This is an optimization exercise on Yosys and OpenROAD, whose aim is small area, a short achievable clock period and few clock cycles per item, not a production implementation.
Power and IR drop assume default switching activity.

Setup of 03-13:
==> flow/design.v <==
package bps_pkg;
  localparam int unsigned PATTERN_WORDS = 7;
  localparam int unsigned CFG_DATA_W    = 64;
  localparam int unsigned CFG_IDX_W     = 3;
  localparam int unsigned LEN_W         = 6;
  localparam int unsigned START_W       = 16;
  typedef enum logic [CFG_IDX_W-1:0] {
    CFG_BOUNDARY_LENGTH = 3'd0,
    CFG_PATTERN_WORD_0  = 3'd1,
    CFG_PATTERN_WORD_1  = 3'd2,
    CFG_PATTERN_WORD_2  = 3'd3,
    CFG_PATTERN_WORD_3  = 3'd4,
    CFG_PATTERN_WORD_4  = 3'd5,
    CFG_PATTERN_WORD_5  = 3'd6,
    CFG_PATTERN_WORD_6  = 3'd7
  } cfg_idx_e;
  typedef struct packed {
    logic [7:0] data_byte;
    logic       last_byte;
  } in_t;
  typedef struct packed {
    logic               found;
    logic               full_res;
    logic [START_W-1:0] match_start;
    logic [LEN_W-1:0]   bytes_missing;
  } out_t;
endpackage
module boundary_prefix_search #(
  parameter int unsigned      MAX_BOUNDARY   = 56,
  parameter longint unsigned  MAX_STRING_LEN = 65536
) (
  input  logic                                clk_i,
  input  logic                                rst_ni,
  input  logic                                in_valid_i,
  output logic                                in_stall_o,
  input  logic [8:0]                          in_data_i,
  output logic                                out_valid_o,
  input  logic                                out_stall_i,
  output logic [23:0]                         out_data_o,
  input  logic                                cfg_we_i,
  input  logic [2:0]                          cfg_idx_i,
  input  logic [63:0]                         cfg_data_i
);
  localparam int unsigned NB = 56;
  logic [5:0]         lenm1_q;            
  logic [NB-1:0][7:0] pat_q;
  logic [6:0]         wv_q;               
  logic [5:0]         lenm1_d;
  always_comb begin
    if (cfg_data_i[5:0] == 6'd0)       lenm1_d = 6'd0;
    else if (cfg_data_i[5:0] > 6'd56)  lenm1_d = 6'd55;
    else                               lenm1_d = cfg_data_i[5:0] - 6'd1;
  end
  always_ff @(posedge clk_i or negedge rst_ni) begin
    if (!rst_ni) begin
      lenm1_q <= 6'd0;
      wv_q    <= '0;
    end else if (cfg_we_i) begin
      if (cfg_idx_i == 3'd0) lenm1_q <= lenm1_d;
      else                   wv_q[cfg_idx_i - 3'd1] <= 1'b1;
    end
  end
  always_ff @(posedge clk_i) begin
    for (int w = 0; w < 7; w++) begin
      if (cfg_we_i && cfg_idx_i == 3'(w + 1)) begin
        for (int j = 0; j < 8; j++) pat_q[w*8 + j] <= cfg_data_i[j*8 +: 8];
      end
    end
  end
  logic stall_q, ready_q;
  logic s1_valid_q, l_valid_q, l_last_q, l_ph_q, out_valid_q, out_idle_q;
  logic stall_d;
  logic s1_ready, l_ready, out_free, move;
  logic s1_valid_d, l_valid_d, l_last_d, l_ph_d, out_valid_d;
  logic [7:0] s1_byte_q;
  logic       s1_last_q;
  assign out_free = out_idle_q || !out_stall_i;
  assign l_ready  = !l_valid_q || !l_last_q || (l_ph_q && out_free);
  assign s1_ready = !s1_valid_q || l_ready;
  assign move     = l_valid_q && l_last_q && l_ph_q && out_free;
  always_comb begin
    s1_valid_d  = s1_ready ? (in_valid_i && ready_q) : s1_valid_q;
    l_valid_d   = l_ready ? s1_valid_q : l_valid_q;
    l_last_d    = l_ready ? (s1_valid_q && s1_last_q) : l_last_q;
    l_ph_d      = l_valid_q && l_last_q && !l_ready;
    out_valid_d = move || (!out_idle_q && out_stall_i);
    stall_d     = s1_valid_d && l_valid_d && l_last_d && (!l_ph_d || out_valid_d);
  end
  always_ff @(posedge clk_i or negedge rst_ni) begin
    if (!rst_ni) begin
      stall_q     <= 1'b0;
      ready_q     <= 1'b1;
      out_idle_q  <= 1'b1;
      s1_valid_q  <= 1'b0;
      l_valid_q   <= 1'b0;
      l_last_q    <= 1'b0;
      l_ph_q      <= 1'b0;
      out_valid_q <= 1'b0;
    end else begin
      stall_q     <= stall_d;
      ready_q     <= !stall_d;
      out_idle_q  <= !out_valid_d;
      l_ph_q      <= l_ph_d;
      s1_valid_q  <= s1_valid_d;
      l_valid_q   <= l_valid_d;
      l_last_q    <= l_last_d;
      out_valid_q <= out_valid_d;
    end
  end
  always_ff @(posedge clk_i) begin
    if (s1_ready) begin
      s1_byte_q  <= in_data_i[8:1];
      s1_last_q <= in_data_i[0];
    end
  end
  logic [NB-1:0] live_q, live_d, hit;
  logic [15:0]   pcnt_q, pcnt_d;          
  logic          first_q;                 
  logic          full_seen_q, extra_q;
  logic          full_now;
  logic          l_take;
  logic          at_lim;
  logic          zbyte;
  assign l_take = s1_valid_q && l_ready;
  always_comb begin
    zbyte = (s1_byte_q == 8'd0);
    for (int k = 0; k < NB; k++) begin
      hit[k] = wv_q[k/8] ? (pat_q[k] == s1_byte_q) : zbyte;
    end
    at_lim    = !first_q && (pcnt_q == 16'hFFFF);
    live_d[0] = hit[0] && !at_lim;
    for (int k = 1; k < NB; k++) begin
      live_d[k] = hit[k] && live_q[k-1] && !first_q && !at_lim;
    end
    if (first_q)                                                   pcnt_d = 16'd1;
    else if (pcnt_q == 16'hFFFF || full_seen_q)                   pcnt_d = pcnt_q;
    else                                                           pcnt_d = pcnt_q + 16'd1;
  end
  always_ff @(posedge clk_i or negedge rst_ni) begin
    if (!rst_ni) begin
      first_q     <= 1'b1;
      full_seen_q <= 1'b0;
      extra_q     <= 1'b0;
    end else begin
      if (l_take) first_q <= s1_last_q;
      if (l_valid_q && l_ready) begin
        full_seen_q <= !l_last_q && (full_seen_q || full_now);
        extra_q     <= !l_last_q && (extra_q || (full_now && !full_seen_q && l_take &&
                                                 pcnt_q != 16'hFFFF));
      end
    end
  end
  always_ff @(posedge clk_i) begin
    if (l_take) begin
      live_q <= live_d;
      pcnt_q <= pcnt_d;
    end
  end
  logic [63:0] scan;
  logic        tail_hit;
  logic [5:0]  tail_k;
  logic [31:0] v1;  logic [31:0][0:0] i1;
  logic [15:0] v2;  logic [15:0][1:0] i2;
  logic [7:0]  v3;  logic [7:0][2:0]  i3;
  logic [3:0]  v4;  logic [3:0][3:0]  i4;
  logic [1:0]  v5;  logic [1:0][4:0]  i5;
  always_comb begin
    full_now = live_q[lenm1_q];
    scan     = 64'(live_q);
    for (int n = 0; n < 32; n++) begin
      v1[n] = scan[2*n+1] | scan[2*n];
      i1[n] = scan[2*n+1];
    end
    for (int n = 0; n < 16; n++) begin
      v2[n] = v1[2*n+1] | v1[2*n];
      i2[n] = v1[2*n+1] ? {1'b1, i1[2*n+1]} : {1'b0, i1[2*n]};
    end
    for (int n = 0; n < 8; n++) begin
      v3[n] = v2[2*n+1] | v2[2*n];
      i3[n] = v2[2*n+1] ? {1'b1, i2[2*n+1]} : {1'b0, i2[2*n]};
    end
    for (int n = 0; n < 4; n++) begin
      v4[n] = v3[2*n+1] | v3[2*n];
      i4[n] = v3[2*n+1] ? {1'b1, i3[2*n+1]} : {1'b0, i3[2*n]};
    end
    for (int n = 0; n < 2; n++) begin
      v5[n] = v4[2*n+1] | v4[2*n];
      i5[n] = v4[2*n+1] ? {1'b1, i4[2*n+1]} : {1'b0, i4[2*n]};
    end
    tail_hit = v5[1] | v5[0];
    tail_k   = v5[1] ? {1'b1, i5[1]} : {1'b0, i5[0]};
  end
  function automatic logic [6:0] add_inv6(input logic [5:0] a, input logic [5:0] b,
                                          input logic ci);
    logic [5:0] x, g0, t0, g1, t1, g2, t2, g3;
    logic [6:0] c;
    x  = a ^ ~b;
    g0 = a & ~b;
    t0 = a | ~b;
    g0[0] = g0[0] | (t0[0] & ci);
    for (int i = 0; i < 6; i++) begin
      g1[i] = (i >= 1) ? (g0[i] | (t0[i] & g0[i-1])) : g0[i];
      t1[i] = (i >= 1) ? (t0[i] & t0[i-1]) : 1'b0;
    end
    for (int i = 0; i < 6; i++) begin
      g2[i] = (i >= 2) ? (g1[i] | (t1[i] & g1[i-2])) : g1[i];
      t2[i] = (i >= 2) ? (t1[i] & t1[i-2]) : 1'b0;
    end
    for (int i = 0; i < 6; i++) begin
      g3[i] = (i >= 4) ? (g2[i] | (t2[i] & g2[i-4])) : g2[i];
    end
    c = {g3, ci};
    add_inv6 = {c[6], x ^ c[5:0]};
  endfunction
  function automatic logic [9:0] dec10(input logic [9:0] a);
    for (int i = 0; i < 10; i++) begin
      dec10[i] = a[i] ^ ~(|(a & ((10'd1 << i) - 10'd1)));
    end
  endfunction
  logic        r_full_q, r_hit_q;
  logic [5:0]  r_sub_q;
  always_ff @(posedge clk_i) begin
    r_full_q <= full_seen_q || full_now;
    r_hit_q  <= full_seen_q || full_now || tail_hit;
    r_sub_q  <= (full_seen_q || full_now) ? (extra_q ? lenm1_q + 6'd1 : lenm1_q) : tail_k;
  end
  logic [6:0]  lo;
  logic [9:0]  hi_m1;
  logic [23:0] res;
  always_comb begin
    hi_m1 = dec10(pcnt_q[15:6]);
    lo    = add_inv6(pcnt_q[5:0], r_sub_q, 1'b0);
    res   = '0;
    if (r_hit_q) begin
      res[23]   = 1'b1;
      res[22]   = r_full_q;
      res[21:6] = {lo[6] ? pcnt_q[15:6] : hi_m1, lo[5:0]};
      res[5:0]  = r_full_q ? 6'd0 : add_inv6(lenm1_q, r_sub_q, 1'b1);
    end
  end
  logic [23:0] out_q;
  always_ff @(posedge clk_i) begin
    if (move) out_q <= res;
  end
  assign in_stall_o  = stall_q;
  assign out_valid_o = out_valid_q;
  assign out_data_o  = out_q;
endmodule
make LEC_CHECK=0 ABC_CLOCK_PERIOD_IN_PS=2500 CAP_MARGIN=20 CORE_MARGIN=2 CORE_UTILIZATION=40 CTS_CLUSTER_DIAMETER=100 CTS_CLUSTER_SIZE=30 SETUP_SLACK_MARGIN=5.0 SLEW_MARGIN=20 finish   # period 7.5 ns
run.sh (not shown) runs the stock make flow with config.mk's settings and CLKGATE_MAP_FILE= SYNTH_SCRIPT=/design/flow/synth_recipe.tcl, a recipe that flattens the netlist after the stock synthesis.
The following lists how 10-18 was set up differently from 03-13:
--- a/flow/design.v
+++ b/flow/design.v
@@ -67,32 +67,28 @@
       end
     end
   end
   logic stall_q, ready_q;
-  logic s1_valid_q, l_valid_q, l_last_q, l_ph_q, out_valid_q, out_idle_q;
+  logic l_valid_q, l_last_q, l_ph_q, out_valid_q, out_idle_q;
   logic stall_d;
-  logic s1_ready, l_ready, out_free, move;
-  logic s1_valid_d, l_valid_d, l_last_d, l_ph_d, out_valid_d;
-  logic [7:0] s1_byte_q;
-  logic       s1_last_q;
+  logic take, l_ready, out_free, move;
+  logic l_valid_d, l_last_d, l_ph_d, out_valid_d;
+  assign take     = in_valid_i && ready_q;
   assign out_free = out_idle_q || !out_stall_i;
   assign l_ready  = !l_valid_q || !l_last_q || (l_ph_q && out_free);
-  assign s1_ready = !s1_valid_q || l_ready;
   assign move     = l_valid_q && l_last_q && l_ph_q && out_free;
   always_comb begin
-    s1_valid_d  = s1_ready ? (in_valid_i && ready_q) : s1_valid_q;
-    l_valid_d   = l_ready ? s1_valid_q : l_valid_q;
-    l_last_d    = l_ready ? (s1_valid_q && s1_last_q) : l_last_q;
+    l_valid_d   = l_ready ? take : l_valid_q;
+    l_last_d    = l_ready ? (take && in_data_i[0]) : l_last_q;
     l_ph_d      = l_valid_q && l_last_q && !l_ready;
     out_valid_d = move || (!out_idle_q && out_stall_i);
-    stall_d     = s1_valid_d && l_valid_d && l_last_d && (!l_ph_d || out_valid_d);
+    stall_d     = l_valid_d && l_last_d && (!l_ph_d || out_valid_d);
   end
   always_ff @(posedge clk_i or negedge rst_ni) begin
     if (!rst_ni) begin
       stall_q     <= 1'b0;
       ready_q     <= 1'b1;
       out_idle_q  <= 1'b1;
-      s1_valid_q  <= 1'b0;
       l_valid_q   <= 1'b0;
       l_last_q    <= 1'b0;
       l_ph_q      <= 1'b0;
       out_valid_q <= 1'b0;
@@ -100,18 +96,11 @@
       stall_q     <= stall_d;
       ready_q     <= !stall_d;
       out_idle_q  <= !out_valid_d;
       l_ph_q      <= l_ph_d;
-      s1_valid_q  <= s1_valid_d;
       l_valid_q   <= l_valid_d;
       l_last_q    <= l_last_d;
       out_valid_q <= out_valid_d;
-    end
-  end
-  always_ff @(posedge clk_i) begin
-    if (s1_ready) begin
-      s1_byte_q  <= in_data_i[8:1];
-      s1_last_q <= in_data_i[0];
     end
   end
   logic [NB-1:0] live_q, live_d, hit;
   logic [15:0]   pcnt_q, pcnt_d;          
@@ -120,13 +109,13 @@
   logic          full_now;
   logic          l_take;
   logic          at_lim;
   logic          zbyte;
-  assign l_take = s1_valid_q && l_ready;
-  always_comb begin
-    zbyte = (s1_byte_q == 8'd0);
+  assign l_take = take;                   
+  always_comb begin
+    zbyte = (in_data_i[8:1] == 8'd0);
     for (int k = 0; k < NB; k++) begin
-      hit[k] = wv_q[k/8] ? (pat_q[k] == s1_byte_q) : zbyte;
+      hit[k] = wv_q[k/8] ? (pat_q[k] == in_data_i[8:1]) : zbyte;
     end
     at_lim    = !first_q && (pcnt_q == 16'hFFFF);
     live_d[0] = hit[0] && !at_lim;
     for (int k = 1; k < NB; k++) begin
@@ -141,9 +130,9 @@
       first_q     <= 1'b1;
       full_seen_q <= 1'b0;
       extra_q     <= 1'b0;
     end else begin
-      if (l_take) first_q <= s1_last_q;
+      if (l_take) first_q <= in_data_i[0];
       if (l_valid_q && l_ready) begin
         full_seen_q <= !l_last_q && (full_seen_q || full_now);
         extra_q     <= !l_last_q && (extra_q || (full_now && !full_seen_q && l_take &&
                                                  pcnt_q != 16'hFFFF));
Findings:
Any difference in net count after synthesis between 03-13 and 10-18 is small enough to ignore.
Relative to 03-13, via count of the first global-routing pass has increased by about 3.7% in 10-18.
10-18 against 03-13: portion of the layout cell area used by non-clock buffers moved up, sequential fraction of design power moved up, portion of the clock cycle consumed by the worst path in the final layout level, leakage dissipation moved up.
Post-route worst setup slack delta (10-18 -> 03-13): insignificant
No functional check of the RTL was part of any run of this note.

[what the ideal ports hide]
No port has a modelled driver above. Below, the same layouts with a new extraction and two added sets of constraints.
Step 1, drivers: a clkbuf_16 drives clk_i and a buf_2 each remaining input, both assumed.
Step 2 moves the port delays by t, midway between the first and last clock arrival at a register: inputs arrive t later, outputs are due t later. That takes back most of the time a late clock gives input paths.
Slacks: ideal ports / drivers / drivers and shift; pairs: ideal ports / drivers.
| run | t, ns | setup WS [ns] | clock arrival spread, ns |
|---|---|---|---|
| 03-13 | 0.663 | 4.851 / 4.787 / 4.366 | 0.040 / 0.040 |
| 10-18 | 0.666 | 4.849 / 4.789 / 4.128 | 0.056 / 0.055 |
After both steps setup and hold are still met in every run listed. The setup slack of 10-18, which loses most, moves by -0.060 ns with the drivers and by -0.721 ns with both steps.
